From an optimization exercise on the open Yosys and OpenROAD flow, aimed at small area and a short achievable clock period; shortcuts taken in it are not production practice.
In this exercise RTL edits were held to simulation tests only and were not proved equivalent to the original.
Power and IR drop assume default switching activity.

==> flow/design.v <==
package uart_pkg;
  typedef logic [7:0] byte_t;
  typedef enum logic [1:0] {
    RX_IDLE,
    RX_START,
    RX_DATA,
    RX_STOP
  } rx_state_e;
  typedef enum logic [1:0] {
    TX_IDLE,
    TX_START,
    TX_DATA,
    TX_STOP
  } tx_state_e;
endpackage
package dbg_pkg;
  typedef enum logic [7:0] {
    CODE_EOT  = 8'h04,
    CODE_ACK  = 8'h06,
    CMD_READ  = 8'h11,
    CMD_WRITE = 8'h12
  } cmd_e;
  typedef logic [$clog2(256)-1:0] mem_addr_t;
  typedef logic [15:0] len_t;
  typedef enum logic [2:0] {
    ENG_IDLE,
    ENG_ADDR,
    ENG_LEN,
    ENG_ACK,
    ENG_DATA,
    ENG_EOT
  } eng_state_e;
endpackage
module uart_rx (
  input  logic            clk,
  input  logic            arst_n_i,
  input  logic            uart_rx_i,
  output uart_pkg::byte_t rx_data_o,
  output logic            rx_valid_o
);
  localparam int CPB   = 8;
  localparam int CNT_W = $clog2(CPB);
  logic [1:0]       sync_q;
  logic             rx_bit;
  uart_pkg::rx_state_e        state_q;
  logic [CNT_W-1:0] cnt_q;
  logic [2:0]       bit_idx_q;
  uart_pkg::byte_t            shift_q;
  logic             half_end;
  logic             bit_end;
  assign rx_bit    = sync_q[1];
  assign half_end  = (cnt_q == CNT_W'(CPB / 2 - 1));
  assign bit_end   = (cnt_q == CNT_W'(CPB - 1));
  assign rx_data_o = shift_q;
  always_ff @(posedge clk or negedge arst_n_i) begin
    if (!arst_n_i) begin
      sync_q <= 2'b11;
    end else begin
      sync_q <= {sync_q[0], uart_rx_i};
    end
  end
  always_ff @(posedge clk or negedge arst_n_i) begin
    if (!arst_n_i) begin
      state_q    <= uart_pkg::RX_IDLE;
      cnt_q      <= '0;
      bit_idx_q  <= '0;
      rx_valid_o <= 1'b0;
    end else begin
      rx_valid_o <= 1'b0;
      case (state_q)
        uart_pkg::RX_IDLE: begin
          cnt_q <= '0;
          if (!rx_bit) begin
            state_q <= uart_pkg::RX_START;
          end
        end
        uart_pkg::RX_START: begin
          cnt_q <= cnt_q + 1'b1;
          if (half_end) begin
            cnt_q   <= '0;
            state_q <= rx_bit ? uart_pkg::RX_IDLE : uart_pkg::RX_DATA;
          end
        end
        uart_pkg::RX_DATA: begin
          cnt_q <= cnt_q + 1'b1;
          if (bit_end) begin
            bit_idx_q <= bit_idx_q + 1'b1;
            if (bit_idx_q == 3'd7) begin
              state_q <= uart_pkg::RX_STOP;
            end
          end
        end
        uart_pkg::RX_STOP: begin
          cnt_q <= cnt_q + 1'b1;
          if (bit_end) begin
            rx_valid_o <= rx_bit;
            state_q    <= uart_pkg::RX_IDLE;
          end
        end
        default: begin
          state_q <= uart_pkg::RX_IDLE;
        end
      endcase
    end
  end
  always_ff @(posedge clk) begin
    if (state_q == uart_pkg::RX_DATA && bit_end) begin
      shift_q <= {rx_bit, shift_q[7:1]};
    end
  end
endmodule
module rx_fifo (
  input  logic            clk,
  input  logic            arst_n_i,
  input  logic            push_i,
  input  uart_pkg::byte_t data_i,
  input  logic            pop_i,
  output uart_pkg::byte_t head_o,
  output logic            head_ack_o,    
  output logic            head_cmd_o,    
  output logic            head_wr_o,     
  output logic            full_o,
  output logic            empty_o
);
  localparam int NSLOT = 16 - 1;
  uart_pkg::byte_t slot_q [NSLOT];
  uart_pkg::byte_t head_q;
  uart_pkg::byte_t nxt_q;
  logic            hack_q, hcmd_q, hwr_q;
  logic [3:0]      wptr_q, rptr_q, rptr1_q;
  logic [4:0]      count_q;
  logic            empty_q, full_q, one_q, two_q;
  assign head_o     = head_q;
  assign head_ack_o = hack_q;
  assign head_cmd_o = hcmd_q;
  assign head_wr_o  = hwr_q;
  assign full_o     = full_q;
  assign empty_o    = empty_q;
  logic do_push, do_pop;
  assign do_push = push_i && !full_q;
  assign do_pop  = pop_i && !empty_q;
  logic to_head, to_slot;
  assign to_head = do_push && (empty_q || (one_q && do_pop));
  assign to_slot = do_push && !to_head;
  logic from_slot;
  assign from_slot = do_pop && !one_q;
  logic [2:0] dec_in, dec_nxt;
  assign dec_in  = {data_i == dbg_pkg::CODE_ACK,
                    data_i == dbg_pkg::CMD_READ || data_i == dbg_pkg::CMD_WRITE,
                    data_i == dbg_pkg::CMD_WRITE};
  assign dec_nxt = {nxt_q == dbg_pkg::CODE_ACK,
                    nxt_q == dbg_pkg::CMD_READ || nxt_q == dbg_pkg::CMD_WRITE,
                    nxt_q == dbg_pkg::CMD_WRITE};
  always_ff @(posedge clk) begin
    if (to_head || from_slot) begin
      if (empty_q || one_q) begin
        head_q                  <= data_i;
        {hack_q, hcmd_q, hwr_q} <= dec_in;
      end else begin
        head_q                  <= nxt_q;
        {hack_q, hcmd_q, hwr_q} <= dec_nxt;
      end
    end
  end
  always_ff @(posedge clk) begin
    if (from_slot || (one_q && do_push && !do_pop)) begin
      nxt_q <= (one_q || two_q) ? data_i : slot_q[rptr1_q];
    end
  end
  always_ff @(posedge clk) begin
    if (do_push && !empty_q) begin
      slot_q[wptr_q] <= data_i;
    end
  end
  always_ff @(posedge clk or negedge arst_n_i) begin
    if (!arst_n_i) begin
      wptr_q  <= '0;
      rptr_q  <= '0;
      rptr1_q <= 4'd1;
      count_q <= '0;
      empty_q <= 1'b1;
      full_q  <= 1'b0;
      one_q   <= 1'b0;
      two_q   <= 1'b0;
    end else begin
      if (to_slot) begin
        wptr_q <= (wptr_q == 4'(NSLOT - 1)) ? '0 : wptr_q + 1'b1;
      end
      if (from_slot) begin
        rptr_q  <= rptr1_q;
        rptr1_q <= (rptr1_q == 4'(NSLOT - 1)) ? '0 : rptr1_q + 1'b1;
      end
      if (do_push && !do_pop) begin
        count_q <= count_q + 1'b1;
        empty_q <= 1'b0;
        one_q   <= empty_q;
        two_q   <= one_q;
        full_q  <= (count_q == 5'(16 - 1));
      end else if (do_pop && !do_push) begin
        count_q <= count_q - 1'b1;
        empty_q <= one_q;
        one_q   <= two_q;
        two_q   <= (count_q == 5'd3);
        full_q  <= 1'b0;
      end
    end
  end
endmodule
module byte_fifo #(
  parameter int DEPTH = 16
) (
  input  logic            clk,
  input  logic            arst_n_i,
  input  logic            push_i,
  input  uart_pkg::byte_t data_i,
  input  logic            pop_i,
  output uart_pkg::byte_t data_o,
  output logic            full_o,
  output logic            empty_o
);
  localparam int PTR_W = $clog2(DEPTH);
  localparam int CNT_W = $clog2(DEPTH + 1);
  uart_pkg::byte_t  mem_q [DEPTH];
  logic [PTR_W-1:0] wptr_q;
  logic [PTR_W-1:0] rptr_q;
  logic [CNT_W-1:0] count_q;
  logic             empty_q, full_q;
  logic             do_push;
  logic             do_pop;
  assign full_o  = full_q;
  assign empty_o = empty_q;
  assign do_push = push_i && !full_q;
  assign do_pop  = pop_i && !empty_q;
  assign data_o  = mem_q[rptr_q];
  always_ff @(posedge clk or negedge arst_n_i) begin
    if (!arst_n_i) begin
      wptr_q  <= '0;
      rptr_q  <= '0;
      count_q <= '0;
      empty_q <= 1'b1;
      full_q  <= 1'b0;
    end else begin
      if (do_push) begin
        wptr_q <= wptr_q + 1'b1;
      end
      if (do_pop) begin
        rptr_q <= rptr_q + 1'b1;
      end
      if (do_push && !do_pop) begin
        count_q <= count_q + 1'b1;
        empty_q <= 1'b0;
        full_q  <= (count_q == CNT_W'(DEPTH - 1));
      end else if (do_pop && !do_push) begin
        count_q <= count_q - 1'b1;
        empty_q <= (count_q == CNT_W'(1));
        full_q  <= 1'b0;
      end
    end
  end
  always_ff @(posedge clk) begin
    if (!full_q) begin
      mem_q[wptr_q] <= data_i;
    end
  end
endmodule
module uart_tx (
  input  logic            clk,
  input  logic            arst_n_i,
  input  uart_pkg::byte_t tx_data_i,
  input  logic            tx_pending_i,
  output logic            tx_pop_o,
  output logic            uart_tx_o
);
  localparam int CPB   = 8;
  localparam int CNT_W = $clog2(CPB);
  uart_pkg::tx_state_e        state_q;
  logic [CNT_W-1:0] cnt_q;
  logic [2:0]       bit_idx_q;
  uart_pkg::byte_t            shift_q;
  logic             bit_end;
  logic             shift_en;
  assign bit_end  = (cnt_q == CNT_W'(CPB - 1));
  assign shift_en = bit_end && (state_q == uart_pkg::TX_START || state_q == uart_pkg::TX_DATA);
  assign tx_pop_o = tx_pending_i &&
                    (state_q == uart_pkg::TX_IDLE || (state_q == uart_pkg::TX_STOP && bit_end));
  always_ff @(posedge clk or negedge arst_n_i) begin
    if (!arst_n_i) begin
      state_q   <= uart_pkg::TX_IDLE;
      cnt_q     <= '0;
      bit_idx_q <= '0;
      uart_tx_o <= 1'b1;
    end else begin
      cnt_q <= bit_end ? '0 : cnt_q + 1'b1;
      case (state_q)
        uart_pkg::TX_IDLE: begin
          cnt_q <= '0;
          if (tx_pop_o) begin
            state_q   <= uart_pkg::TX_START;
            uart_tx_o <= 1'b0;
          end
        end
        uart_pkg::TX_START: begin
          if (bit_end) begin
            state_q   <= uart_pkg::TX_DATA;
            bit_idx_q <= '0;
            uart_tx_o <= shift_q[0];
          end
        end
        uart_pkg::TX_DATA: begin
          if (bit_end) begin
            bit_idx_q <= bit_idx_q + 1'b1;
            if (bit_idx_q == 3'd7) begin
              state_q   <= uart_pkg::TX_STOP;
              uart_tx_o <= 1'b1;
            end else begin
              uart_tx_o <= shift_q[0];
            end
          end
        end
        uart_pkg::TX_STOP: begin
          if (bit_end) begin
            state_q   <= tx_pop_o ? uart_pkg::TX_START : uart_pkg::TX_IDLE;
            uart_tx_o <= !tx_pop_o;
          end
        end
        default: begin
          state_q <= uart_pkg::TX_IDLE;
        end
      endcase
    end
  end
  always_ff @(posedge clk) begin
    if (tx_pop_o) begin
      shift_q <= tx_data_i;
    end else if (shift_en) begin
      shift_q <= {1'b0, shift_q[7:1]};
    end
  end
endmodule
module dbg_engine (
  input  logic               clk,
  input  logic               arst_n_i,
  input  uart_pkg::byte_t    rx_data_i,
  input  logic               rx_ack_i,
  input  logic               rx_cmd_i,
  input  logic               rx_wr_i,
  input  logic               rx_empty_i,
  output logic               rx_pop_o,
  output uart_pkg::byte_t    tx_data_o,
  output logic               tx_push_o,
  input  logic               tx_full_i,
  output logic               mem_wr_o,
  output logic               mem_adv_o,
  output dbg_pkg::mem_addr_t mem_addr_o,
  output uart_pkg::byte_t    mem_wdata_o,
  input  uart_pkg::byte_t    mem_rdata_i
);
  logic st_idle_q, st_addr_q, st_len_q, st_ack_q, st_data_q, st_eot_q;
  logic       is_write_q;
  logic [2:0] cnt_q;
  dbg_pkg::mem_addr_t addr_q;
  dbg_pkg::len_t      len_q;
  logic       lz_q;        
  logic       rd_pend_q;
  logic data_wr, data_rd_push;
  assign mem_addr_o  = addr_q;
  assign mem_wdata_o = rx_data_i;
  assign data_wr      = st_data_q && !lz_q && is_write_q && !rx_empty_i;
  assign data_rd_push = st_data_q && !lz_q && !is_write_q && rd_pend_q && !tx_full_i;
  assign mem_wr_o  = data_wr;
  assign mem_adv_o = step;
  assign rx_pop_o = !rx_empty_i && ((st_idle_q && (!rx_ack_i || !tx_full_i)) ||
                                    st_addr_q || st_len_q || (st_data_q && !lz_q && is_write_q));
  assign tx_push_o = !tx_full_i && ((st_idle_q && !rx_empty_i && rx_ack_i) || st_ack_q ||
                                    st_eot_q || (st_data_q && !lz_q && !is_write_q && rd_pend_q));
  always_comb begin
    if (st_data_q) begin
      tx_data_o = mem_rdata_i;
    end else if (st_eot_q) begin
      tx_data_o = dbg_pkg::CODE_EOT;
    end else begin
      tx_data_o = dbg_pkg::CODE_ACK;
    end
  end
  logic step;    
  assign step = data_wr || data_rd_push;
  logic start;   
  assign start = st_idle_q && !rx_empty_i && rx_cmd_i;
  always_ff @(posedge clk or negedge arst_n_i) begin
    if (!arst_n_i) begin
      st_idle_q <= 1'b1;
      st_addr_q <= 1'b0;
      st_len_q  <= 1'b0;
      st_ack_q  <= 1'b0;
      st_data_q <= 1'b0;
      st_eot_q  <= 1'b0;
    end else begin
      if (start) begin
        st_idle_q <= 1'b0;
        st_addr_q <= 1'b1;
      end
      if (st_addr_q && !rx_empty_i && cnt_q == 3'd7) begin
        st_addr_q <= 1'b0;
        st_len_q  <= 1'b1;
      end
      if (st_len_q && !rx_empty_i && cnt_q == 3'd7) begin
        st_len_q <= 1'b0;
        st_ack_q <= 1'b1;
      end
      if (st_ack_q && !tx_full_i) begin
        st_ack_q  <= 1'b0;
        st_data_q <= 1'b1;
      end
      if (st_data_q && lz_q) begin
        st_data_q <= 1'b0;
        st_eot_q  <= 1'b1;
      end
      if (st_eot_q && !tx_full_i) begin
        st_eot_q  <= 1'b0;
        st_idle_q <= 1'b1;
      end
    end
  end
  always_ff @(posedge clk) begin
    if (start) begin
      is_write_q <= rx_wr_i;
      cnt_q      <= '0;
    end
    if ((st_addr_q || st_len_q) && !rx_empty_i) begin
      cnt_q <= cnt_q + 1'b1;
    end
    if (st_addr_q && !rx_empty_i && cnt_q == 3'd0) begin
      addr_q <= rx_data_i;
    end else if (step) begin
      addr_q <= addr_q + 1'b1;
    end
    if (st_len_q && !rx_empty_i && cnt_q == 3'd0) begin
      len_q[7:0] <= rx_data_i;
    end else if (st_len_q && !rx_empty_i && cnt_q == 3'd1) begin
      len_q[15:8] <= rx_data_i;
    end else if (step) begin
      len_q <= len_q - 1'b1;
    end
    lz_q <= step ? (len_q == 16'd1) : (len_q == 16'd0);
    if (st_ack_q) begin
      rd_pend_q <= 1'b0;
    end else if (st_data_q && !lz_q && !is_write_q) begin
      if (!rd_pend_q) begin
        rd_pend_q <= 1'b1;
      end else if (!tx_full_i) begin
        rd_pend_q <= 1'b0;
      end
    end
  end
endmodule
module dbg_mem (
  input  logic               clk,
  input  logic               wr_i,
  input  dbg_pkg::mem_addr_t waddr_i,
  input  uart_pkg::byte_t    wdata_i,
  input  dbg_pkg::mem_addr_t raddr_i,
  output uart_pkg::byte_t    rdata_o
);
  localparam int NRING = 256 / 4;
  logic [1:0] ph_q;
  always_ff @(posedge clk) begin
    ph_q <= ph_q + 2'd1;
  end
  logic            dv   [4];
  logic [7:0]      da   [4];
  uart_pkg::byte_t dd   [4];
  logic [3:1]      dv_q;
  logic [7:0]      da_q [3:1];
  uart_pkg::byte_t dd_q [3:1];
  always_comb begin
    dv[0] = wr_i;
    da[0] = waddr_i;
    dd[0] = wdata_i;
    for (int i = 1; i < 4; i++) begin
      dv[i] = dv_q[i];
      da[i] = da_q[i];
      dd[i] = dd_q[i];
    end
  end
  always_ff @(posedge clk) begin
    for (int i = 1; i < 4; i++) begin
      dv_q[i] <= dv[i-1];
      da_q[i] <= da[i-1];
      dd_q[i] <= dd[i-1];
    end
  end
  logic [1:0]      nxt_pos;
  uart_pkg::byte_t ex_data_q;
  logic            ex_v;
  logic [5:0]      ex_ring;
  uart_pkg::byte_t ex_data;
  assign nxt_pos = ~ph_q - 2'd1;
  always_comb begin
    ex_v    = 1'b0;
    ex_ring = da[0][7:2];
    ex_data = dd[0];
    for (int i = 1; i < 4; i++) begin
      if (dv[i] && da[i][1:0] == nxt_pos) begin
        ex_ring = da[i][7:2];
        ex_data = dd[i];
      end
    end
    for (int i = 0; i < 4; i++) begin
      if (dv[i] && da[i][1:0] == nxt_pos) begin
        ex_v = 1'b1;
      end
    end
  end
  logic [3:0] ex_g0_q, ex_g1_q, ex_g2_q;
  always_ff @(posedge clk) begin
    for (int i = 0; i < 4; i++) begin
      ex_g0_q[i] <= ex_v && ex_ring[1:0] == 2'(i);
      ex_g1_q[i] <= ex_ring[3:2] == 2'(i);
      ex_g2_q[i] <= ex_ring[5:4] == 2'(i);
    end
    ex_data_q <= ex_data;
  end
  uart_pkg::byte_t ring_q [NRING][4];
  for (genvar r = 0; r < NRING; r++) begin : g_ring
    always_ff @(posedge clk) begin
      ring_q[r][0] <= (ex_g0_q[r%4] && ex_g1_q[(r/4)%4] && ex_g2_q[r/16]) ? ex_data_q : ring_q[r][3];
      ring_q[r][1] <= ring_q[r][0];
      ring_q[r][2] <= ring_q[r][1];
      ring_q[r][3] <= ring_q[r][2];
    end
  end
  logic [1:0]         rx_lo;      
  logic [5:0]         rx_ring;
  logic [3:0]         rg0_q, rg1_q, rg2_q;
  logic [1:0]         j_q, j_qq;
  uart_pkg::byte_t    port;
  uart_pkg::byte_t    port_q;
  uart_pkg::byte_t    buf_q [4];
  assign rx_lo   = ~ph_q;      
  assign rx_ring = raddr_i[7:2] + 6'(rx_lo < raddr_i[1:0]);
  always_ff @(posedge clk) begin
    for (int i = 0; i < 4; i++) begin
      rg0_q[i] <= rx_ring[1:0] == 2'(i);
      rg1_q[i] <= rx_ring[3:2] == 2'(i);
      rg2_q[i] <= rx_ring[5:4] == 2'(i);
    end
    j_q  <= rx_lo;
    j_qq <= j_q;
  end
  always_comb begin
    port = '0;
    for (int r = 0; r < NRING; r++) begin
      port = port | (ring_q[r][0] & {8{rg0_q[r%4] && rg1_q[(r/4)%4] && rg2_q[r/16]}});
    end
  end
  always_ff @(posedge clk) begin
    port_q        <= port;
    buf_q[j_qq]   <= port_q;
  end
  assign rdata_o = buf_q[raddr_i[1:0]];
endmodule
module uart_dbg_top (
  input  logic clk,
  input  logic arst_n_i,
  input  logic uart_rx_i,
  output logic uart_tx_o,
  output logic rx_overrun_o
);
  uart_pkg::byte_t     rx_data;
  logic                rx_valid;
  uart_pkg::byte_t     rx_head;
  logic                rx_ack, rx_cmd, rx_wr;
  logic                rx_pop;
  logic                rx_full;
  logic                rx_empty;
  uart_pkg::byte_t     tx_data;
  logic                tx_push;
  logic                tx_full;
  logic                tx_empty;
  uart_pkg::byte_t     tx_head;
  logic                tx_pop;
  logic                mem_wr;
  logic                mem_adv;
  dbg_pkg::mem_addr_t  mem_addr;
  uart_pkg::byte_t     mem_wdata;
  uart_pkg::byte_t     mem_rdata;
  uart_rx u_uart_rx (
    .clk        (clk),
    .arst_n_i   (arst_n_i),
    .uart_rx_i  (uart_rx_i),
    .rx_data_o  (rx_data),
    .rx_valid_o (rx_valid)
  );
  rx_fifo u_rx_fifo (
    .clk        (clk),
    .arst_n_i   (arst_n_i),
    .push_i     (rx_valid),
    .data_i     (rx_data),
    .pop_i      (rx_pop),
    .head_o     (rx_head),
    .head_ack_o (rx_ack),
    .head_cmd_o (rx_cmd),
    .head_wr_o  (rx_wr),
    .full_o     (rx_full),
    .empty_o    (rx_empty)
  );
  always_ff @(posedge clk or negedge arst_n_i) begin
    if (!arst_n_i) begin
      rx_overrun_o <= 1'b0;
    end else if (rx_valid && rx_full) begin
      rx_overrun_o <= 1'b1;
    end
  end
  dbg_engine u_dbg_engine (
    .clk         (clk),
    .arst_n_i    (arst_n_i),
    .rx_data_i   (rx_head),
    .rx_ack_i    (rx_ack),
    .rx_cmd_i    (rx_cmd),
    .rx_wr_i     (rx_wr),
    .rx_empty_i  (rx_empty),
    .rx_pop_o    (rx_pop),
    .tx_data_o   (tx_data),
    .tx_push_o   (tx_push),
    .tx_full_i   (tx_full),
    .mem_wr_o    (mem_wr),
    .mem_adv_o   (mem_adv),
    .mem_addr_o  (mem_addr),
    .mem_wdata_o (mem_wdata),
    .mem_rdata_i (mem_rdata)
  );
  dbg_mem u_dbg_mem (
    .clk     (clk),
    .wr_i    (mem_wr),
    .waddr_i (mem_addr),
    .wdata_i (mem_wdata),
    .raddr_i (mem_addr),
    .rdata_o (mem_rdata)
  );
  byte_fifo #(
    .DEPTH (16)
  ) u_tx_fifo (
    .clk      (clk),
    .arst_n_i (arst_n_i),
    .push_i   (tx_push),
    .data_i   (tx_data),
    .pop_i    (tx_pop),
    .data_o   (tx_head),
    .full_o   (tx_full),
    .empty_o  (tx_empty)
  );
  uart_tx u_uart_tx (
    .clk          (clk),
    .arst_n_i     (arst_n_i),
    .tx_data_i    (tx_head),
    .tx_pending_i (!tx_empty),
    .tx_pop_o     (tx_pop),
    .uart_tx_o    (uart_tx_o)
  );
endmodule
==> flow/run.sh <==
#!/bin/bash
# synth_recipe.tcl (not shown) runs the flow's synth.tcl, then flattens the netlist and writes it again
# the make line also repeats each setting of config.mk as NAME=value (left out here)
make -C /OpenROAD-flow-scripts/flow DESIGN_CONFIG=/design/flow/config.mk WORK_HOME=/design/flow/orfs CLKGATE_MAP_FILE= SYNTH_SCRIPT=/design/flow/synth_recipe.tcl finish
==> flow/config.mk <==
export PLATFORM = sky130hd
export DESIGN_NAME = uart_dbg_top
export DESIGN_NICKNAME = uart_dbg_top
export VERILOG_FILES = /design/flow/design.v
export SDC_FILE = /design/flow/constraint.sdc
export NUM_CORES = 4
export LEC_CHECK = 0
export ABC_CLOCK_PERIOD_IN_PS = 2000
export CAP_MARGIN = 20
export CORE_MARGIN = 2
export CORE_UTILIZATION = 40
export SETUP_SLACK_MARGIN = 2.5
export SLEW_MARGIN = 20
==> flow/constraint.sdc <==
create_clock -name core_clock -period 5.0 [get_ports {clk}]
set_input_delay 1.0000 -clock core_clock [delete_from_list [all_inputs] [get_ports {clk}]]
set_output_delay 1.0000 -clock core_clock [all_outputs]
set_load 0.01 [all_outputs]
==> summary.txt, run 1 <==
Setup path
  • Worst Setup Start Kind: flip-flop
  • CP Capture Type: flip-flop
  • Critical path arrival: 3290 ps
  • Critical-path maximum fanout: 5
  • Crit path kind: flip-flop to flip-flop
  • Critical path data required time: 5700 ps

Timing
  • Setup-failing EPs final: 0
  • Max Clk Rate: 386.3 MHz
  • Clk_skew: 98.67 ps
  • Worst-margin pin slew: 1092 ps
  • Slew HR: 0.2696
  • Final period util: 0.5177
  • RSZ-0062 raised after global routing: true
  • Period minus WS final: 2588 ps
  • TNS Setup: 0 ps
  • Final hold vios: 0
  • Count of pins over their slew limit: 0

Power
  • Peak VDD IR: 0.3036 mV
  • Clk network pwr share: 0.467
  • Power per cell area: 482.8 nW/µm²
  • Switch Pwr: 0.008175 W
  • Sequential power share: 0.523
  • Leakage: 31.60 nW
  • Sw Ratio: 0.2047
  • Combinational power share: 0.010
  • Total power draw: 0.03993 W
  • Int Power: 0.03176 W

GRT
  • Largest net degree at the start of global routing: 61
  • First-pass GRT wire length: 267700 µm
  • Final global-route overflow total: 0
  • Total GRT Usage: 0.2055
  • Vias in the first global route: 36640
  • Initial antenna violation count: 3

Route
  • Drt wl/cell: 25.95 µm
  • Drt drc: 0
  • Vias per std cell: 5.113
  • Drt first pass iters: 8
  • DRT Wirelength: 188700 µm
  • Final ANT Viol Nets: 0
  • Vias: 37180
  • Initial drt markers: 3846

Yosys
  • Library cells used by synthesis: 77
  • Synth warn: 13
  • Avg Cell Area, Syn: 15.41 µm²
  • Syn_nets: 4667
  • Seq/Total Area, Yosys: 0.7692
  • Post-synth EDFFs: 343
  • Ys flop type: dfxtp_1
  • Mapped Area: 71220 µm²
  • Asr flop ratio synth: 0.02314
  • Flops & latches, synth: 2550
  • Synthesized instance count: 4623

Die
  • Initial core utilization: 0.4035
  • Core Area: 176500 µm²
  • Die ar.: 181500 µm²
  • Die X: 426.0 µm
  • Top Ports: 5
  • Die height: 426.0 µm
  • Num rows: 154

Cells and area
  • Fill count: 15230
  • Fin util: 0.4687
  • Area growth syn-to-layout: 16.14%
  • # nets final: 4769
  • Fraction of layout cells with a size suffix above 1: 0.2397

Clocking
  • Clock latency (worst-skew pair): 920 ps
  • H-tree depth reported by CTS: 4
  • Root Buffer: clkbuf_16
  • CTS clk-pin slew, worst paths: 60 ps
  • TritonCTS clock tree: built
  • CTS buffer count: 233
  • Worst-case clock buffer depth: 3
  • Sink Count: 2550

Placed design
  • # port buffers: 4
  • HPWL after DPL: 120500 µm
  • GPL Wtd Cong: 0.9334

Hold path
  • Worst hold-check path type: primary input to asynchronous set/reset pin

Run
  • Max-Cap Viols: 0

Status
  • Status: no timing/DRC/antenna violations
-- Yosys cell counts, drive strengths merged, types with 19 or more instances --
master,instances,area share
dfxtp,2148,0.60
mux2,529,0.084
edfxtp,343,0.14
nand2,171,0.0090
clkbuf,156,0.0082
a22oi,132,0.014
nand3,103,0.0072
nor2,98,0.0052
o21ai,70,0.0049
buf,67,0.0049
mux4,66,0.021
nand4,57,0.0050
dfrtp,52,0.018
o22ai,47,0.0041
a22o,41,0.0051
ha,40,0.0070
mux2i,39,0.0055
and3,38,0.0035
inv,38,0.0020
a21oi,33,0.0023
a221oi,33,0.0041
and2,27,0.0024
xnor2,27,0.0034
nor2b,21,0.0018
nor3,21,0.0015
xor2,20,0.0025
a21o,19,0.0020
-- routing by layer --
layer	vias to the layer above	global-route usage	part of all wire	wire length, µm
met5	-	0	0	0
met4	0	0.07367	0.036	6735
met3	335	0.04019	0.068	12820
met2	1345	0.3026	0.43	81650
met1	18850	0.3001	0.46	87460
li1	16640	-	-	-
-- kinds of logic after synthesis --
kind of cell             count (synthesis)  share of synthesized area
multiplexers                           634                     0.1101
adder cells (fa/ha/maj)                 41                   0.007308
XOR/XNOR                                47                   0.005885
AND/OR/NAND/NOR                        613                    0.04336
flip-flops                            2550                     0.7692
buffers and inverters                  261                    0.01509
AO/OA/AOI/OAI                          477                    0.04905
-- per-stage QoR --
stage,area [µm²],hold WS (ps),setup WS [ps],cells
CTS,82370,179.3,2330,7246
floorplan,71240,309.6,2414,4623
global route,82710,241.5,2289,7268
detailed placement,73740,312.1,1980,6797
global placement,73730,309.5,1944,6797
finish,82720,196.4,2412,7271
-- critical path, cell delays in order (launching register included) --
cell      delay (ps)
dfstp_2          550
and4bb_2         260
a211o_4          320
inv_2             80
ha_4             160
inv_2             80
fa_2             360
a21o_1           170
a21oi_2          130
xnor2_1          140
nor2_1            70
xor2_1           140
-- power by group through the flow --
stage	Combinational (W)	Clock [W]	Sequential, W
3_3_place_gp	0.000362	0	0.0213
5_1_grt	0.000446	0.0198	0.0209
2_1_floorplan	0.000319	0	0.0213
3_5_place_dp	0.000367	0	0.0213
6_report	0.000399	0.0186	0.0209
4_1_cts	0.000380	0.0189	0.0209
-- timing repair --
action,4_1_cts,5_1_grt
setup buffers,11,21
resized for setup,57,39
endpoints found under the setup margin,81,102
pin swaps,1,9
hold buffers,0,0
-- cells in the final DEF (no fill, tap or decap), types with 23 or more instances in the layout --
cell type	instances
a21oi_1	30
a221oi_1	30
a22o_1	40
a22oi_1	120
and2_1	23
and3_1	28
buf_4	71
bufinv_16	27
clkbuf_1	46
clkbuf_16	237
clkbuf_8	40
clkinv_2	47
dfrtp_1	48
dfxtp_1	2125
edfxtp_1	343
ha_1	36
inv_1	36
mux2_2	528
mux2i_1	37
mux4_2	66
nand2_1	169
nand3_1	100
nand4_1	57
nor2_1	89
o21ai_0	67
o22ai_1	47
xnor2_1	26
-- sequential cells by signal, indices dropped and copies added, names as in the netlist, 5 cells and up, named ones only --
signal               count
u_dbg_mem.port_q         8
u_dbg_mem.buf_q         32
u_dbg_mem.ring_q      2048
u_rx_fifo.head_q         8
u_tx_fifo.mem_q        128
u_rx_fifo.slot_q       120
u_rx_fifo.count_q        5
u_dbg_engine.addr_q      8
u_dbg_engine.len_q      16
u_uart_tx.shift_q        8
u_uart_rx.shift_q        8
u_tx_fifo.count_q        5
u_dbg_mem.dd_q          24
u_dbg_mem.da_q          24
u_rx_fifo.nxt_q          8
u_dbg_mem.ex_data_q      8
-- final cells by class --
cell class,instances,area [µm²],share of cell area
diodes,3,7.507,0.00009075
clock inverters,115,1642,0.01984
multi-input cells,1812,15650,0.1892
well taps,2340,2928,0.03539
repair buffers,90,829.5,0.01003
clock buffers,323,6654,0.08044
flip-flops and latches,2550,54870,0.6633
inverters,38,146.4,0.001770
-- path summary, 6_finish.rpt --
path                                                from                       end  slack, ps  cells past startpoint
worst max-delay path                   u_rx_fifo.empty_q      u_rx_fifo.count_q[4]       2410                     11
worst min-delay path                            arst_n_i        u_uart_rx.cnt_q[2]        200                      1
worst max register to register         u_rx_fifo.empty_q      u_rx_fifo.count_q[4]       2410                     11
worst min register to register  u_dbg_mem.ring_q[142][6]  u_dbg_mem.ring_q[143][6]        270                      0
max in group asynchronous                       arst_n_i       u_uart_tx.uart_tx_o       3810                      2
min in group core_clock         u_dbg_mem.ring_q[142][6]  u_dbg_mem.ring_q[143][6]        270                      0
==> run 2: changes to the inputs <==
--- a/flow/design.v
+++ b/flow/design.v
@@ -461,91 +461,99 @@
   input  dbg_pkg::mem_addr_t raddr_i,
   output uart_pkg::byte_t    rdata_o
 );
-  localparam int NRING = 256 / 4;
-  logic [1:0] ph_q;
+  localparam int LB    = 3;                      
+  localparam int RL    = 1 << LB;                
+  localparam int NRING = 256 / RL;
+  localparam int RB    = 8 - LB;                 
+  logic [LB-1:0] ph_q;
   always_ff @(posedge clk) begin
-    ph_q <= ph_q + 2'd1;
+    ph_q <= ph_q + 1'b1;
   end
-  logic            dv   [4];
-  logic [7:0]      da   [4];
-  uart_pkg::byte_t dd   [4];
-  logic [3:1]      dv_q;
-  logic [7:0]      da_q [3:1];
-  uart_pkg::byte_t dd_q [3:1];
+  logic            dv   [RL];
+  logic [7:0]      da   [RL];
+  uart_pkg::byte_t dd   [RL];
+  logic            dv_q [1:RL-1];
+  logic [7:0]      da_q [1:RL-1];
+  uart_pkg::byte_t dd_q [1:RL-1];
   always_comb begin
     dv[0] = wr_i;
     da[0] = waddr_i;
     dd[0] = wdata_i;
-    for (int i = 1; i < 4; i++) begin
+    for (int i = 1; i < RL; i++) begin
       dv[i] = dv_q[i];
       da[i] = da_q[i];
       dd[i] = dd_q[i];
     end
   end
   always_ff @(posedge clk) begin
-    for (int i = 1; i < 4; i++) begin
+    for (int i = 1; i < RL; i++) begin
       dv_q[i] <= dv[i-1];
       da_q[i] <= da[i-1];
       dd_q[i] <= dd[i-1];
     end
   end
-  logic [1:0]      nxt_pos;
+  logic [LB-1:0]   nxt_pos;
   uart_pkg::byte_t ex_data_q;
   logic            ex_v;
-  logic [5:0]      ex_ring;
+  logic [RB-1:0]   ex_ring;
   uart_pkg::byte_t ex_data;
-  assign nxt_pos = ~ph_q - 2'd1;
+  always_ff @(posedge clk) begin
+    nxt_pos <= ~ph_q - 2'd2;
+  end
   always_comb begin
     ex_v    = 1'b0;
-    ex_ring = da[0][7:2];
+    ex_ring = da[0][7:LB];
     ex_data = dd[0];
-    for (int i = 1; i < 4; i++) begin
-      if (dv[i] && da[i][1:0] == nxt_pos) begin
-        ex_ring = da[i][7:2];
+    for (int i = 1; i < RL; i++) begin
+      if (dv[i] && da[i][LB-1:0] == nxt_pos) begin
+        ex_ring = da[i][7:LB];
         ex_data = dd[i];
       end
     end
-    for (int i = 0; i < 4; i++) begin
-      if (dv[i] && da[i][1:0] == nxt_pos) begin
+    for (int i = 0; i < RL; i++) begin
+      if (dv[i] && da[i][LB-1:0] == nxt_pos) begin
         ex_v = 1'b1;
       end
     end
   end
-  logic [3:0] ex_g0_q, ex_g1_q, ex_g2_q;
+  logic [3:0] ex_g0_q, ex_g1_q;
+  logic [1:0] ex_g2_q;
   always_ff @(posedge clk) begin
     for (int i = 0; i < 4; i++) begin
       ex_g0_q[i] <= ex_v && ex_ring[1:0] == 2'(i);
       ex_g1_q[i] <= ex_ring[3:2] == 2'(i);
-      ex_g2_q[i] <= ex_ring[5:4] == 2'(i);
+    end
+    for (int i = 0; i < 2; i++) begin
+      ex_g2_q[i] <= ex_ring[4] == 1'(i);
     end
     ex_data_q <= ex_data;
   end
-  uart_pkg::byte_t ring_q [NRING][4];
+  uart_pkg::byte_t ring_q [NRING][RL];
   for (genvar r = 0; r < NRING; r++) begin : g_ring
     always_ff @(posedge clk) begin
-      ring_q[r][0] <= (ex_g0_q[r%4] && ex_g1_q[(r/4)%4] && ex_g2_q[r/16]) ? ex_data_q : ring_q[r][3];
-      ring_q[r][1] <= ring_q[r][0];
-      ring_q[r][2] <= ring_q[r][1];
-      ring_q[r][3] <= ring_q[r][2];
+      ring_q[r][0] <= (ex_g0_q[r%4] && ex_g1_q[(r/4)%4] && ex_g2_q[r/16]) ? ex_data_q
+                                                                          : ring_q[r][RL-1];
+      for (int s = 1; s < RL; s++) begin
+        ring_q[r][s] <= ring_q[r][s-1];
+      end
     end
   end
-  logic [1:0]         rx_lo;      
-  logic [5:0]         rx_ring;
-  logic [3:0]         rg0_q, rg1_q, rg2_q;
-  logic [1:0]         j_q, j_qq;
+  logic [LB-1:0]      rx_lo;      
+  logic [RB-1:0]      rx_ring;
+  logic [3:0]         rg0_q, rg1_q;
+  logic [1:0]         rg2_q;
   uart_pkg::byte_t    port;
-  uart_pkg::byte_t    port_q;
-  uart_pkg::byte_t    buf_q [4];
+  uart_pkg::byte_t    buf_q [RL];
   assign rx_lo   = ~ph_q;      
-  assign rx_ring = raddr_i[7:2] + 6'(rx_lo < raddr_i[1:0]);
+  assign rx_ring = raddr_i[7:LB] + RB'(rx_lo < raddr_i[LB-1:0]);
   always_ff @(posedge clk) begin
     for (int i = 0; i < 4; i++) begin
       rg0_q[i] <= rx_ring[1:0] == 2'(i);
       rg1_q[i] <= rx_ring[3:2] == 2'(i);
-      rg2_q[i] <= rx_ring[5:4] == 2'(i);
     end
-    j_q  <= rx_lo;
-    j_qq <= j_q;
+    for (int i = 0; i < 2; i++) begin
+      rg2_q[i] <= rx_ring[4] == 1'(i);
+    end
   end
   always_comb begin
     port = '0;
@@ -554,10 +562,16 @@
     end
   end
   always_ff @(posedge clk) begin
-    port_q        <= port;
-    buf_q[j_qq]   <= port_q;
+    buf_q[0] <= port;
+    for (int k = 1; k < RL; k++) begin
+      buf_q[k] <= buf_q[k-1];
+    end
+  end
+  logic [LB-1:0] rk_q;
+  always_ff @(posedge clk) begin
+    rk_q <= raddr_i[LB-1:0] + ph_q;
   end
-  assign rdata_o = buf_q[raddr_i[1:0]];
+  assign rdata_o = buf_q[rk_q];
 endmodule
 module uart_dbg_top (
   input  logic clk,
==> summary.txt, run 2 <==
Timing
  • Final period util: 0.5028
  • Final hold vios: 0
  • Clk_skew: 97.77 ps
  • Period minus WS final: 2514 ps
  • RSZ-0062 raised after global routing: true
  • Slew HR: 0.2650
  • Setup-failing EPs final: 0
  • Max Clk Rate: 397.7 MHz
  • Hold_ws: 158.5 ps
  • Worst-margin pin slew: 1102 ps
  • TNS Setup: 0 ps
  • Count of pins over their slew limit: 0

Route
  • Vias: 31060
  • Vias per std cell: 4.613
  • Drt drc: 0
  • Initial drt markers: 2274
  • DRT Wirelength: 134400 µm
  • Final ANT Viol Nets: 0
  • Drt first pass iters: 6
  • Drt wl/cell: 19.96 µm

Die
  • Die X: 416.5 µm
  • Initial core utilization: 0.4021
  • Die ar.: 173500 µm²
  • Top Ports: 5
  • Core Area: 169300 µm²
  • Num rows: 151
  • Die height: 416.5 µm

Power
  • Peak VDD IR: 0.3357 mV
  • Leakage: 30.42 nW
  • Power per cell area: 509.9 nW/µm²

Placed design
  • HPWL after DPL: 84800 µm
  • GPL Wtd Cong: 0.9206
  • # port buffers: 4

GRT
  • Total GRT Usage: 0.1537
  • Vias in the first global route: 30710
  • Largest net degree at the start of global routing: 48
  • Initial antenna violation count: 8
  • Final global-route overflow total: 0
  • First-pass GRT wire length: 199200 µm

Yosys
  • Flops & latches, synth: 2639
  • Avg Cell Area, Syn: 16.42 µm²
  • Syn_nets: 4193
  • Most common cell in the synthesized netlist: dfxtp_1
  • List of most frequent post-synthesis cells: dfxtp_1 (2269), edfxtp_1 (311), mux2_2 (277)
  • Ys flop type: dfxtp_1
  • Synth area leaders: dfxtp_1 (67%), edfxtp_1 (14%), mux2_2 (4.6%)
  • Area leader, netlist: dfxtp_1
  • Post-synth top area share: 0.6672
  • Mapped Area: 68080 µm²
  • Library cells used by synthesis: 65
  • Post-synth EDFFs: 311
  • Synth warn: 15
  • Synthesized instance count: 4146
  • Seq/Total Area, Yosys: 0.8262
  • Asr flop ratio synth: 0.02236

Cells and area
  • Largest reg by FF count: u_dbg_mem.ring_q
  • # nets final: 4365
  • Area growth syn-to-layout: 16.55%
  • Most common cell after layout, fill and taps aside: dfxtp_1
  • Fraction of layout cells with a size suffix above 1: 0.1981
  • Most frequent cells in the layout: dfxtp_1 (2255), edfxtp_1 (311), mux2_2 (277)
  • Largest register FFs: 2048
  • Biggest regs: u_dbg_mem.ring_q x2048, u_tx_fifo.mem_q x128, u_rx_fifo.slot_q x120
  • Fin util: 0.4687

Setup path
  • Critical path arrival: 3170 ps
  • Critical path data required time: 5660 ps
  • Crit path kind: flip-flop to flip-flop
  • CP Capture Type: flip-flop
  • Worst Setup Start Kind: flip-flop
  • Critical-path maximum fanout: 4
  • Worst R2R Path Depth: 11

Clocking
  • CTS clk-pin slew, worst paths: 70 ps
  • CTS buffer count: 226
  • TritonCTS clock tree: built
  • Root Buffer: clkbuf_16
  • CTS Hold Bufs: 0
  • Worst-case clock buffer depth: 3
  • Clock latency (worst-skew pair): 840 ps
  • H-tree depth reported by CTS: 4
  • Sink Count: 2639

Hold path
  • Worst hold-check path type: primary input to asynchronous set/reset pin

Run
  • Max-Cap Viols: 0

Status
  • Status: no timing/DRC/antenna violations
run 2: changes by cell type after synthesis, moves of 38 or more:
cell      previous run  this run
dfxtp_1           2148      2269
mux2_2             528       277
clkbuf_1           156       110
nand4_1             57        19
nand3_1            103        62
a22oi_1            131        62
run 2: cell type report:
class / count / area (µm²)
Clock buffer: 315 / 6670
Tap cell: 2218 / 2775
Sequential cell: 2639 / 56280
Antenna cell: 1 / 2.502
Fill cell: 14310 / 89940
Clock inverter: 109 / 1493
Inverter: 46 / 181.4
Timing Repair Buffer: 77 / 595.6
Multi-Input combinational cell: 1328 / 11350
run 2: metal layers:
metal | vias up | part of all wire | global-route usage
met5 | - | 0.000097 | 0
met4 | 2 | 0.035 | 0.06073
met3 | 269 | 0.050 | 0.03171
met2 | 785 | 0.45 | 0.2395
met1 | 15250 | 0.47 | 0.2103
li1 | 14750 | - | -
run 2: cell families (layout without fill, tap and decap cells):
| family | after synthesis | in the layout | synth area share |
|---|---|---|---|
| other | 0 | 1 | 0 |
| xor gates and xnor gates | 64 | 64 | 0.008234 |
| DFF | 2639 | 2639 | 0.8262 |
| AOI/OAI and AO/OA | 372 | 372 | 0.03718 |
| and+or+nand+nor | 459 | 460 | 0.03295 |
| buffers and inverters | 180 | 547 | 0.01042 |
| adders and majority gates | 44 | 44 | 0.008307 |
| muxes | 388 | 388 | 0.07666 |
run 2: critical path, stage by stage, from the launching register on:
cell and delay [ps]:
dfstp_2 380, a21boi_4 140, a2111oi_4 410, or2_4 210
ha_4 150, inv_6 50, fa_2 330, a21o_1 200
a21oi_2 130, xnor2_1 130, nor2_1 70, xor2_1 160
run 2: repair_timing:
item,CTS,global route
pin swaps,9,10
buffers inserted,16,16
setup endpoints to repair,250,115
gates resized for setup,43,19
gates cloned,1,0
run 2: worst paths after layout:
check                                          from                        to  slack, ps
setup / recovery             u_dbg_engine.st_idle_q      u_rx_fifo.count_q[4]       2490
hold / removal                             arst_n_i    u_uart_tx.bit_idx_q[1]        160
setup reg to reg             u_dbg_engine.st_idle_q      u_rx_fifo.count_q[4]       2490
hold reg to reg            u_dbg_mem.ring_q[201][6]  u_dbg_mem.ring_q[202][6]        260
max in group asynchronous                  arst_n_i          u_tx_fifo.full_q       3900
min in group core_clock    u_dbg_mem.ring_q[201][6]  u_dbg_mem.ring_q[202][6]        260
run 2: power by group:
part	internal, W	switching (W)
clock network	0.0107	0.00768
registers	0.0215	0.000134
logic	0.000210	0.000262
run 2: through the flow:
step           std cells  instance area (µm²)  worst slack, ps  power [W]
2_1_floorplan       4146                68150             2522    0.02238
3_3_place_gp        6273                70730             1840    0.02253
3_5_place_dp        6274                70740             1796    0.02255
4_1_cts             6715                79140             2382    0.04083
5_1_grt             6732                79340             2368    0.04173
6_report            6733                79340             2486    0.04046
==> run 3: changes to the inputs <==
--- a/flow/config.mk
+++ b/flow/config.mk
@@ -9,5 +9,8 @@
 export CAP_MARGIN = 20
 export CORE_MARGIN = 2
 export CORE_UTILIZATION = 40
+export CTS_BUF_LIST = sky130_fd_sc_hd__clkbuf_16
+export CTS_CLUSTER_DIAMETER = 60
+export CTS_CLUSTER_SIZE = 24
 export SETUP_SLACK_MARGIN = 2.5
 export SLEW_MARGIN = 20
==> summary.txt, run 3 <==
Status
  • Status: no timing/DRC/antenna violations

Setup path
  • Worst R2R Path Depth: 11
  • CP Capture Type: flip-flop
  • Critical path data required time: 5680 ps
  • Crit path kind: flip-flop to flip-flop
  • Worst Setup Start Kind: flip-flop
  • Critical-path maximum fanout: 4
  • Critical path arrival: 3220 ps

Yosys
  • Asr flop ratio synth: 0.02236
  • Flops & latches, synth: 2639
  • Post-synth top area share: 0.6672
  • Seq/Total Area, Yosys: 0.8262
  • Mapped Area: 68080 µm²
  • Synth area leaders: dfxtp_1 (67%), edfxtp_1 (14%), mux2_2 (4.6%)
  • List of most frequent post-synthesis cells: dfxtp_1 (2269), edfxtp_1 (311), mux2_2 (277)
  • Ys flop type: dfxtp_1
  • Most common cell in the synthesized netlist: dfxtp_1
  • Synthesized instance count: 4146
  • Library cells used by synthesis: 65
  • Avg Cell Area, Syn: 16.42 µm²
  • Post-synth EDFFs: 311
  • Syn_nets: 4193
  • Area leader, netlist: dfxtp_1
  • Synth warn: 15

Die
  • Core Area: 169300 µm²
  • Die X: 416.5 µm
  • Top Ports: 5
  • Die ar.: 173500 µm²
  • Num rows: 151
  • Initial core utilization: 0.4021
  • Die height: 416.5 µm

Timing
  • Max Clk Rate: 393.7 MHz
  • RSZ-0062 raised after global routing: true
  • TNS Setup: 0 ps
  • Slew HR: 0.2704
  • Clk_skew: 57.04 ps
  • Final worst slack: 2460 ps
  • Worst-margin pin slew: 1091 ps
  • Period minus WS final: 2540 ps
  • Final period util: 0.5080
  • Setup-failing EPs final: 0
  • Count of pins over their slew limit: 0
  • Final hold vios: 0

GRT
  • Largest net degree at the start of global routing: 48
  • Initial antenna violation count: 10
  • Final global-route overflow total: 0
  • Vias in the first global route: 29710
  • First-pass GRT wire length: 195700 µm
  • Total GRT Usage: 0.1516

Cells and area
  • # nets final: 4273
  • Most frequent cells in the layout: dfxtp_1 (2255), edfxtp_1 (311), mux2_2 (277)
  • Fraction of layout cells with a size suffix above 1: 0.1594
  • Largest register FFs: 2048
  • Area growth syn-to-layout: 10.87%
  • Most common cell after layout, fill and taps aside: dfxtp_1
  • Biggest regs: u_dbg_mem.ring_q x2048, u_tx_fifo.mem_q x128, u_rx_fifo.slot_q x120
  • Largest reg by FF count: u_dbg_mem.ring_q

Clocking
  • H-tree depth reported by CTS: 4
  • Root Buffer: clkbuf_16
  • CTS clk-pin slew, worst paths: 80 ps
  • Worst-case clock buffer depth: 3
  • TritonCTS clock tree: built
  • CTS Hold Bufs: 0
  • CTS buffer count: 141
  • Sink Count: 2639
  • Clock latency (worst-skew pair): 810 ps

Route
  • Drt drc: 0
  • Drt wl/cell: 20.34 µm
  • Drt first pass iters: 6
  • Vias per std cell: 4.668
  • Initial drt markers: 2543
  • Final ANT Viol Nets: 0
  • Vias: 30370
  • DRT Wirelength: 132300 µm

Placed design
  • Place WS: 1796 ps
  • HPWL after DPL: 84800 µm
  • GPL Wtd Cong: 0.9206
  • # port buffers: 4

Hold path
  • Worst hold-check path type: primary input to asynchronous set/reset pin

Run
  • Max-Cap Viols: 0

Power
  • Peak VDD IR: 0.3567 mV
  • Power per cell area: 456.5 nW/µm²
  • Leakage: 28.55 nW
[run 3: cell counts after synthesis]
No cell type changed its count.
[run 3: power by group]
group / switching, W / total (W) / internal [W]
combinational: 0.000264 / 0.000470 / 0.000206
clock: 0.00674 / 0.0124 / 0.00564
sequential: 0.000133 / 0.0216 / 0.0215
total: 0.00714 / 0.0345 / 0.0273
[run 3: repair_timing]
action,CTS,global route
endpoints found under the setup margin,287,117
gates cloned,1,0
setup buffers,17,7
pin swaps,9,3
gates resized for setup,46,16
[run 3: per-layer routing]
metal	vias to the layer above	GRT usage	routed length, µm
met3	278	0.02763	6272
met4	4	0.06012	5019
li1	14460	-	-
met1	14930	0.2095	62190
met5	-	0	27
met2	707	0.2364	58840
[run 3: area by class of cell]
class,instances,area [µm²]
inverters,46,181.4
clock inverters,59,770.7
diodes,4,10.01
flip-flops and latches,2639,56280
well taps,2218,2775
multi-input cells,1328,11330
fillers,14680,93810
clock buffers,143,3578
repair buffers,70,541.8
[run 3: path summary, 6_finish.rpt]
check,to,startpoint,slack [ps]
setup / recovery,u_rx_fifo.count_q[4],u_dbg_engine.st_data_q,2460
hold / removal,u_uart_tx.state_q[0],arst_n_i,160
setup reg to reg,u_rx_fifo.count_q[4],u_dbg_engine.st_data_q,2460
hold reg to reg,u_dbg_mem.ring_q[94][2],u_dbg_mem.ring_q[93][2],290
max in group asynchronous,u_dbg_engine.st_data_q,arst_n_i,3910
min in group core_clock,u_dbg_mem.ring_q[94][2],u_dbg_mem.ring_q[93][2],290
[run 3: stage by stage]
stage	instance area, µm²	power [W]	cells	hold slack, ps	utilization
after detailed placement	70740	0.02255	6274	312.1	0.4179
final	75470	0.03445	6507	161.2	0.4458
after CTS	75330	0.03475	6494	101.0	0.4450
after global placement	70730	0.02253	6273	309.6	0.4178
after floorplan	68150	0.02238	4146	309.6	-
after global routing	75460	0.03559	6503	162.4	0.4458
[run 3: worst max-delay path: stages, from the launching register on]
cell	delay (ps)
dfrtp_2	410
nor2b_4	140
a2111oi_4	440
or2_4	210
ha_4	150
inv_6	50
fa_2	380
a21o_1	180
a21oi_2	140
xnor2_1	120
nor2_1	60
xor2_1	140
[run 3: kinds of logic (layout without fill, tap and decap cells)]
logic type	count (synthesis)	in the layout	share of synthesized area
muxes	388	388	0.07666
other	0	4	0
buffers and inverters	180	318	0.01042
DFF	2639	2639	0.8262
adders and majority gates	44	44	0.008307
AOI/OAI and AO/OA	372	372	0.03718
and+or+nand+nor	459	460	0.03295
xor gates and xnor gates	64	64	0.008234
==> run 4: changes to the inputs <==
--- a/flow/design.v
+++ b/flow/design.v
@@ -168,7 +168,7 @@
     end
   end
   always_ff @(posedge clk) begin
-    if (do_push && !empty_q) begin
+    if (!full_q) begin
       slot_q[wptr_q] <= data_i;
     end
   end
@@ -279,6 +279,8 @@
   uart_pkg::byte_t            shift_q;
   logic             bit_end;
   logic             shift_en;
+  logic             tx_n_q;      
+  assign uart_tx_o = !tx_n_q;
   assign bit_end  = (cnt_q == CNT_W'(CPB - 1));
   assign shift_en = bit_end && (state_q == uart_pkg::TX_START || state_q == uart_pkg::TX_DATA);
   assign tx_pop_o = tx_pending_i &&
@@ -288,7 +290,7 @@
       state_q   <= uart_pkg::TX_IDLE;
       cnt_q     <= '0;
       bit_idx_q <= '0;
-      uart_tx_o <= 1'b1;
+      tx_n_q    <= 1'b0;
     end else begin
       cnt_q <= bit_end ? '0 : cnt_q + 1'b1;
       case (state_q)
@@ -296,14 +298,14 @@
           cnt_q <= '0;
           if (tx_pop_o) begin
             state_q   <= uart_pkg::TX_START;
-            uart_tx_o <= 1'b0;
+            tx_n_q    <= 1'b1;
           end
         end
         uart_pkg::TX_START: begin
           if (bit_end) begin
             state_q   <= uart_pkg::TX_DATA;
             bit_idx_q <= '0;
-            uart_tx_o <= shift_q[0];
+            tx_n_q    <= !shift_q[0];
           end
         end
         uart_pkg::TX_DATA: begin
@@ -311,16 +313,16 @@
             bit_idx_q <= bit_idx_q + 1'b1;
             if (bit_idx_q == 3'd7) begin
               state_q   <= uart_pkg::TX_STOP;
-              uart_tx_o <= 1'b1;
+              tx_n_q    <= 1'b0;
             end else begin
-              uart_tx_o <= shift_q[0];
+              tx_n_q    <= !shift_q[0];
             end
           end
         end
         uart_pkg::TX_STOP: begin
           if (bit_end) begin
             state_q   <= tx_pop_o ? uart_pkg::TX_START : uart_pkg::TX_IDLE;
-            uart_tx_o <= !tx_pop_o;
+            tx_n_q    <= tx_pop_o;
           end
         end
         default: begin
==> summary.txt, run 4 <==
Status
  • Status: no timing/DRC/antenna violations

Yosys
  • Seq/Total Area, Yosys: 0.8251
  • Flops & latches, synth: 2639
  • Asr flop ratio synth: 0.02236
  • Mapped Area: 68170 µm²
  • Synthesized instance count: 4111
  • Post-synth top area share: 0.6663
  • Area leader, netlist: dfxtp_1
  • Library cells used by synthesis: 69
  • List of most frequent post-synthesis cells: dfxtp_1 (2269), edfxtp_1 (311), mux2_2 (287)
  • Synth warn: 15
  • Avg Cell Area, Syn: 16.58 µm²
  • Most common cell in the synthesized netlist: dfxtp_1
  • Syn_nets: 4158
  • Synth area leaders: dfxtp_1 (67%), edfxtp_1 (14%), mux2_2 (4.7%)
  • Ys flop type: dfxtp_1
  • Post-synth EDFFs: 311

Setup path
  • Max stage delay on crit path: 740 ps
  • FF-to-FF Start: u_dbg_mem.nxt_pos[2]
  • CP cell instances: xor2_1 -> or4b_1 -> and2_4 -> a211oi_1 -> a221o_1 -> and2b_1
  • Worst Setup Start Kind: flip-flop
  • Worst R2R Path Depth: 6
  • Critical-path maximum fanout: 10
  • Critical path arrival: 3140 ps
  • Crit path kind: flip-flop to flip-flop
  • CP Capture Type: flip-flop
  • Crit path from: u_dbg_mem.nxt_pos[2]
  • Critical path data required time: 5710 ps
  • Crit path capture: u_dbg_mem.ex_g1_q[1]
  • Reg2reg setup slack: 2560 ps
  • CP max stage cell: or4b_1
  • Terminus of the critical flop-to-flop path: u_dbg_mem.ex_g1_q[1]

Clocking
  • CTS clk-pin slew, worst paths: 90 ps
  • Clock latency (worst-skew pair): 810 ps
  • CTS buffer count: 147
  • Root Buffer: clkbuf_16
  • Sink Count: 2639
  • H-tree depth reported by CTS: 4
  • Worst-case clock buffer depth: 3
  • TritonCTS clock tree: built

Placed design
  • Place WS: 1931 ps
  • HPWL after DPL: 83900 µm
  • GPL Wtd Cong: 0.8913
  • # port buffers: 4

GRT
  • Initial antenna violation count: 6
  • First-pass GRT wire length: 194300 µm
  • GRT busiest layer: met2
  • GR Util met1: 0.2116
  • Largest net degree at the start of global routing: 51
  • GRT met3 Usage: 0.02861
  • Vias in the first global route: 29630
  • Final global-route overflow total: 0
  • Total GRT Usage: 0.1507
  • GR Util met2: 0.2280

Cells and area
  • Largest register FFs: 2048
  • Fill count: 14770
  • Seq. cell area: 56280 µm²
  • Biggest regs: u_dbg_mem.ring_q x2048, u_tx_fifo.mem_q x128, u_rx_fifo.slot_q x120
  • # nets final: 4235
  • Multi-input gate area: 11380 µm²
  • Most common cell after layout, fill and taps aside: dfxtp_1
  • Most frequent cells in the layout: dfxtp_1 (2255), edfxtp_1 (311), mux2_2 (287)
  • Fraction of layout cells with a size suffix above 1: 0.1647
  • Area growth syn-to-layout: 11.20%
  • Largest reg by FF count: u_dbg_mem.ring_q

Route
  • DRT Wirelength: 132000 µm
  • Drt first pass iters: 5
  • Final ANT Viol Nets: 0
  • Drt wl/cell: 20.36 µm
  • Initial drt markers: 2505
  • Vias: 30430
  • Vias per std cell: 4.693
  • Drt drc: 0

Timing
  • Slew HR: 0.2981
  • Max Clk Rate: 410.3 MHz
  • Count of pins over their slew limit: 0
  • Final hold vios: 0
  • Setup-failing EPs final: 0
  • Worst-margin pin slew: 1049 ps
  • Final worst slack: 2563 ps
  • RSZ-0062 raised after global routing: true
  • Final period util: 0.4874
  • Clk_skew: 29.15 ps
  • Period minus WS final: 2437 ps
  • TNS Setup: 0 ps

Die
  • Die X: 416.8 µm
  • Num rows: 151
  • Top Ports: 5
  • Initial core utilization: 0.4027
  • Die ar.: 173700 µm²
  • Core Area: 169300 µm²
  • Die height: 416.8 µm

Power
  • Power per cell area: 463.8 nW/µm²
  • Peak VDD IR: 0.3367 mV
  • Leakage: 28.76 nW

Hold path
  • Worst hold-check path type: flip-flop to flip-flop

Run
  • Max-Cap Viols: 0
## run 4: cell count changes in the layout (fill, tap and decap cells not counted), sizes merged, moves of 7 or more
cell,before,now
a211oi,8,22
a21oi,50,37
a22o,17,45
a22oi,62,52
clkbuf,144,151
clkinv,21,35
inv,78,67
mux2,277,287
nand2,143,110
nand3,62,55
o211ai,11,3
o21ai,104,83
## run 4: what timing repair did
item | in CTS | in global routing
hold endpoints to repair | 7 | 0
setup buffers | 16 | 9
hold buffers | 1 | 0
gates cloned | 0 | 0
endpoints found under the setup margin | 183 | 81
pin swaps | 4 | 5
resized for setup | 35 | 17
## run 4: power by group
part / internal, W / total (W) / switching [W] / leakage [nW]
Clock: 0.00596 / 0.0128 / 0.00688 / 2.29
Sequential: 0.0216 / 0.0217 / 0.000137 / 21.7
Combinational: 0.000274 / 0.000609 / 0.000336 / 4.78
Total: 0.0278 / 0.0352 / 0.00735 / 28.8
## run 4: final cells by class
| cell class | count | share of cell area |
|---|---|---|
| clock buffer | 151 | 0.04985 |
| multi-input combinational | 1293 | 0.1501 |
| clock inverter | 73 | 0.01182 |
| sequential | 2639 | 0.7424 |
| antenna | 3 | 0.00009904 |
| inverter | 39 | 0.001964 |
| timing repair buffer | 68 | 0.007147 |
| tap | 2218 | 0.03661 |
## run 4: cell families (layout without fill, tap and decap cells)
family,after synthesis,count (layout),share of synthesized area
buffers and inverters,179,331,0.01030
AND/OR/NAND/NOR,430,430,0.03166
flip-flops,2639,2639,0.8251
adder cells (fa/ha/maj),44,44,0.008296
XOR/XNOR,64,64,0.008223
AO/OA/AOI/OAI,354,354,0.03759
multiplexers,401,401,0.07883
other,0,3,0
## run 4: routing by layer
metal | share of wire | vias up
li1 | - | 14360
met1 | 0.47 | 15070
met2 | 0.44 | 727
met3 | 0.050 | 278
met4 | 0.041 | 2
met5 | 0.000091 | -
## run 4: worst min-delay path by stage
stage / startpoint / end / slack (ps) / cells after the start
CTS: u_dbg_mem.ring_q[60][7] / u_dbg_mem.ring_q[61][7] / 310 / 0
floorplan: u_dbg_mem.ring_q[99][0] / u_dbg_mem.ring_q[100][0] / 310 / 0
detailed placement: u_dbg_mem.ring_q[121][1] / u_dbg_mem.ring_q[122][1] / 310 / 0
global route: u_dbg_mem.ring_q[51][4] / u_dbg_mem.ring_q[52][4] / 310 / 0
global placement: u_dbg_mem.ring_q[75][5] / u_dbg_mem.ring_q[76][5] / 310 / 0
finish: u_dbg_mem.ring_q[50][1] / u_dbg_mem.ring_q[51][1] / 310 / 0
## run 4: per-stage QoR
stage | hold WS [ps] | util | power [W] | cell area [µm²] | std cells
floorplan | 309.6 | - | 0.02258 | 68180 | 4111
global placement | 309.5 | 0.4178 | 0.02279 | 70730 | 6230
detailed placement | 312.1 | 0.4178 | 0.02280 | 70730 | 6230
CTS | 307.2 | 0.4469 | 0.03547 | 75660 | 6471
global route | 309.6 | 0.4477 | 0.03633 | 75800 | 6481
finish | 311.7 | 0.4478 | 0.03516 | 75800 | 6484
## run 4: worst max-delay path, delay by kind of cell (launching register included)
family	cells	cell delay, ps
flops	1	490
simple gates	3	1220
compound gates	2	490
xor+xnor	1	140
==> run 5: changes to the inputs <==
--- a/flow/config.mk
+++ b/flow/config.mk
@@ -12,5 +12,5 @@
 export CTS_BUF_LIST = sky130_fd_sc_hd__clkbuf_16
 export CTS_CLUSTER_DIAMETER = 60
 export CTS_CLUSTER_SIZE = 24
-export SETUP_SLACK_MARGIN = 2.5
+export SETUP_SLACK_MARGIN = 2.8
 export SLEW_MARGIN = 20
==> summary.txt, run 5 <==
Timing
  • Hold_ws: 269.3 ps
  • Final hold vios: 0
  • Max Clk Rate: 410.7 MHz
  • Count of pins over their slew limit: 0
  • RSZ-0062 raised after global routing: true
  • Worst-margin pin slew: 1051 ps
  • TNS Setup: 0 ps
  • Final period util: 0.4870
  • Period minus WS final: 2435 ps
  • Setup-failing EPs final: 0
  • Clk_skew: 49.82 ps
  • Slew HR: 0.2954

Setup path
  • CP max stage cell: a2111o_1
  • CP Capture Type: flip-flop
  • Crit path kind: flip-flop to flip-flop
  • Critical path data required time: 5670 ps
  • Critical path arrival: 3110 ps
  • Critical-path maximum fanout: 5
  • Max stage delay on crit path: 450 ps
  • Worst Setup Start Kind: flip-flop
  • CP cell instances: nor2b_4 -> a2111o_1 -> nand2b_4 -> ha_4 -> inv_6 -> fa_2 -> a21o_1 -> a21oi_2 -> xnor2_1 -> nor2_1 -> xor2_1

Die
  • Initial core utilization: 0.4027
  • Core Area: 169300 µm²
  • Top Ports: 5
  • Num rows: 151
  • Die height: 416.8 µm
  • Die X: 416.8 µm
  • Die ar.: 173700 µm²

Cells and area
  • Largest reg by FF count: u_dbg_mem.ring_q
  • Biggest regs: u_dbg_mem.ring_q x2048, u_tx_fifo.mem_q x128, u_rx_fifo.slot_q x120
  • Most common cell after layout, fill and taps aside: dfxtp_1
  • Area growth syn-to-layout: 12.41%
  • Most frequent cells in the layout: dfxtp_1 (2252), edfxtp_1 (311), mux2_2 (272)
  • Fraction of layout cells with a size suffix above 1: 0.1857
  • # nets final: 4269
  • Finished Layout Cells: 6507
  • Largest register FFs: 2048

Yosys
  • Synth warn: 15
  • List of most frequent post-synthesis cells: dfxtp_1 (2269), edfxtp_1 (311), mux2_2 (287)
  • Ys flop type: dfxtp_1
  • Post-synth top area share: 0.6663
  • Avg Cell Area, Syn: 16.58 µm²
  • Synth area leaders: dfxtp_1 (67%), edfxtp_1 (14%), mux2_2 (4.7%)
  • Area leader, netlist: dfxtp_1
  • Post-synth EDFFs: 311
  • Flops & latches, synth: 2639
  • Library cells used by synthesis: 69
  • Seq/Total Area, Yosys: 0.8251
  • Asr flop ratio synth: 0.02236
  • Synthesized instance count: 4111
  • Most common cell in the synthesized netlist: dfxtp_1
  • Mapped Area: 68170 µm²
  • Syn_nets: 4158

Clocking
  • TritonCTS clock tree: built
  • Sink Count: 2639
  • CTS buffer count: 143
  • CTS clk-pin slew, worst paths: 80 ps
  • Worst-case clock buffer depth: 3
  • Clock latency (worst-skew pair): 810 ps
  • CTS Hold Bufs: 0
  • H-tree depth reported by CTS: 4
  • Root Buffer: clkbuf_16

Route
  • Vias per std cell: 4.718
  • Met2 WL: 59850 µm
  • Highest metal used: met5
  • Drt first pass iters: 8
  • Final ANT Viol Nets: 0
  • Initial drt markers: 2647
  • Met1 Wirelength: 64120 µm
  • DRT Wirelength: 136100 µm
  • Vias: 30700
  • DR WL met3: 6599 µm
  • Drt drc: 0
  • Drt wl/cell: 20.92 µm

GRT
  • Final global-route overflow total: 0
  • Initial antenna violation count: 4
  • First-pass GRT wire length: 200400 µm
  • Vias in the first global route: 29970
  • Largest net degree at the start of global routing: 48
  • Total GRT Usage: 0.1556

Status
  • Status: no timing/DRC/antenna violations

Hold path
  • Worst hold-check path type: primary input to asynchronous set/reset pin

Placed design
  • GPL Wtd Cong: 0.9484
  • HPWL after DPL: 86180 µm
  • # port buffers: 4
  • Dpl cells: 6228

Power
  • Peak VDD IR: 0.2852 mV
  • Leakage: 29.12 nW
  • Power per cell area: 458.2 nW/µm²

Run
  • Max-Cap Viols: 0
[run 5: cell counts after synthesis]
Identical to the previous run, type by type.
[run 5: kinds of logic (layout without fill, tap and decap cells)]
group                    after synthesis  count (layout)  share of synthesized area
flip-flops                          2639            2639                     0.8251
AO/OA/AOI/OAI                        354             354                    0.03759
AND/OR/NAND/NOR                      430             430                    0.03166
other                                  0               3                          0
buffers and inverters                179             354                    0.01030
XOR/XNOR                              64              64                   0.008223
multiplexers                         401             401                    0.07883
adder cells (fa/ha/maj)               44              44                   0.008296
[run 5: per-layer routing]
| metal | global-route usage | up-vias |
|---|---|---|
| met5 | 0 | - |
| li1 | - | 14410 |
| met4 | 0.06399 | 2 |
| met1 | 0.2191 | 15280 |
| met3 | 0.02909 | 270 |
| met2 | 0.2363 | 741 |
[run 5: where the power goes]
group,internal (W),total [W],switching [W]
sequential,0.0216,0.0217,0.000151
clock,0.00582,0.0127,0.00690
combinational,0.000332,0.000680,0.000348
[run 5: final timing paths]
check	cells after the start	from	endpoint	slack, ps
setup / recovery	11	u_dbg_engine.st_data_q	u_rx_fifo.count_q[4]	2570
hold / removal	1	arst_n_i	u_rx_fifo.wptr_q[0]	270
setup reg to reg	11	u_dbg_engine.st_data_q	u_rx_fifo.count_q[4]	2570
hold reg to reg	0	u_dbg_mem.ring_q[195][2]	u_dbg_mem.ring_q[196][2]	290
max in group asynchronous	2	arst_n_i	u_rx_fifo.rptr1_q[0]	3760
min in group core_clock	0	u_dbg_mem.ring_q[195][2]	u_dbg_mem.ring_q[196][2]	290
[run 5: metrics by stage]
stage          cell area, µm²    util  worst slack (ps)  power [W]
2_1_floorplan           68280       -              2520    0.02260
3_3_place_gp            70780  0.4181              1968    0.02279
3_5_place_dp            70780  0.4181              1945    0.02281
4_1_cts                 76020  0.4491              2528    0.03539
5_1_grt                 76620  0.4526              2441    0.03631
6_report                76630  0.4527              2565    0.03511
[run 5: timing repair]
item                       CTS  global route
pin swaps                   13            19
cloned                       3             1
setup endpoints to repair  265           259
gates resized for setup    106            63
setup buffers               32            31
[run 5: layout make-up]
type | instances | area [µm²]
Inverter | 39 | 151.4
Sequential cell | 2639 | 56300
Multi-Input combinational cell | 1293 | 11830
Clock inverter | 62 | 842.1
Clock buffer | 147 | 3679
Fill cell | 14570 | 92650
Tap cell | 2218 | 2775
Timing Repair Buffer | 106 | 1051
Antenna cell | 3 | 7.507
[run 5: worst max-delay path, delay by kind of cell, from the launching register on]
family / cells / cell delay, ps
compound gates: 3 / 770
xor+xnor: 2 / 280
fa+ha+maj: 2 / 490
buf+inv: 1 / 50
flops: 1 / 410
simple gates: 3 / 320

-- static timing again, ports no longer ideal --
The flow's constraints put no driver on any port. The routed layouts listed below were extracted and timed again, unchanged, in two steps. Step 1 sets driving cells, clkbuf_16 on the clock port and buf_2 on the other inputs (assumed; they add their load-dependent delay and slew). Step 2 times the ports against the registers' clock, not the clock port: input delays grow and output delays shrink by t, the midpoint of the rising clock arrivals with the driver on. Slacks: ideal / step 1 / step 2; pairs: ideal / step 1.
| run | shift t [ns] | setup slack, ns | worst register clock-pin slew, ns |
|---|---|---|---|
| run 1 | 0.954 | 2.412 / 2.412 / 2.412 | 0.07 / 0.07 |
| run 2 | 0.877 | 2.486 / 2.473 / 2.486 | 0.07 / 0.07 |
| run 3 | 0.860 | 2.460 / 2.460 / 2.460 | 0.09 / 0.09 |
| run 4 | 0.867 | 2.563 / 2.516 / 2.563 | 0.09 / 0.09 |
| run 5 | 0.860 | 2.565 / 2.565 / 2.565 | 0.09 / 0.09 |
After both steps every run listed still meets setup and hold.
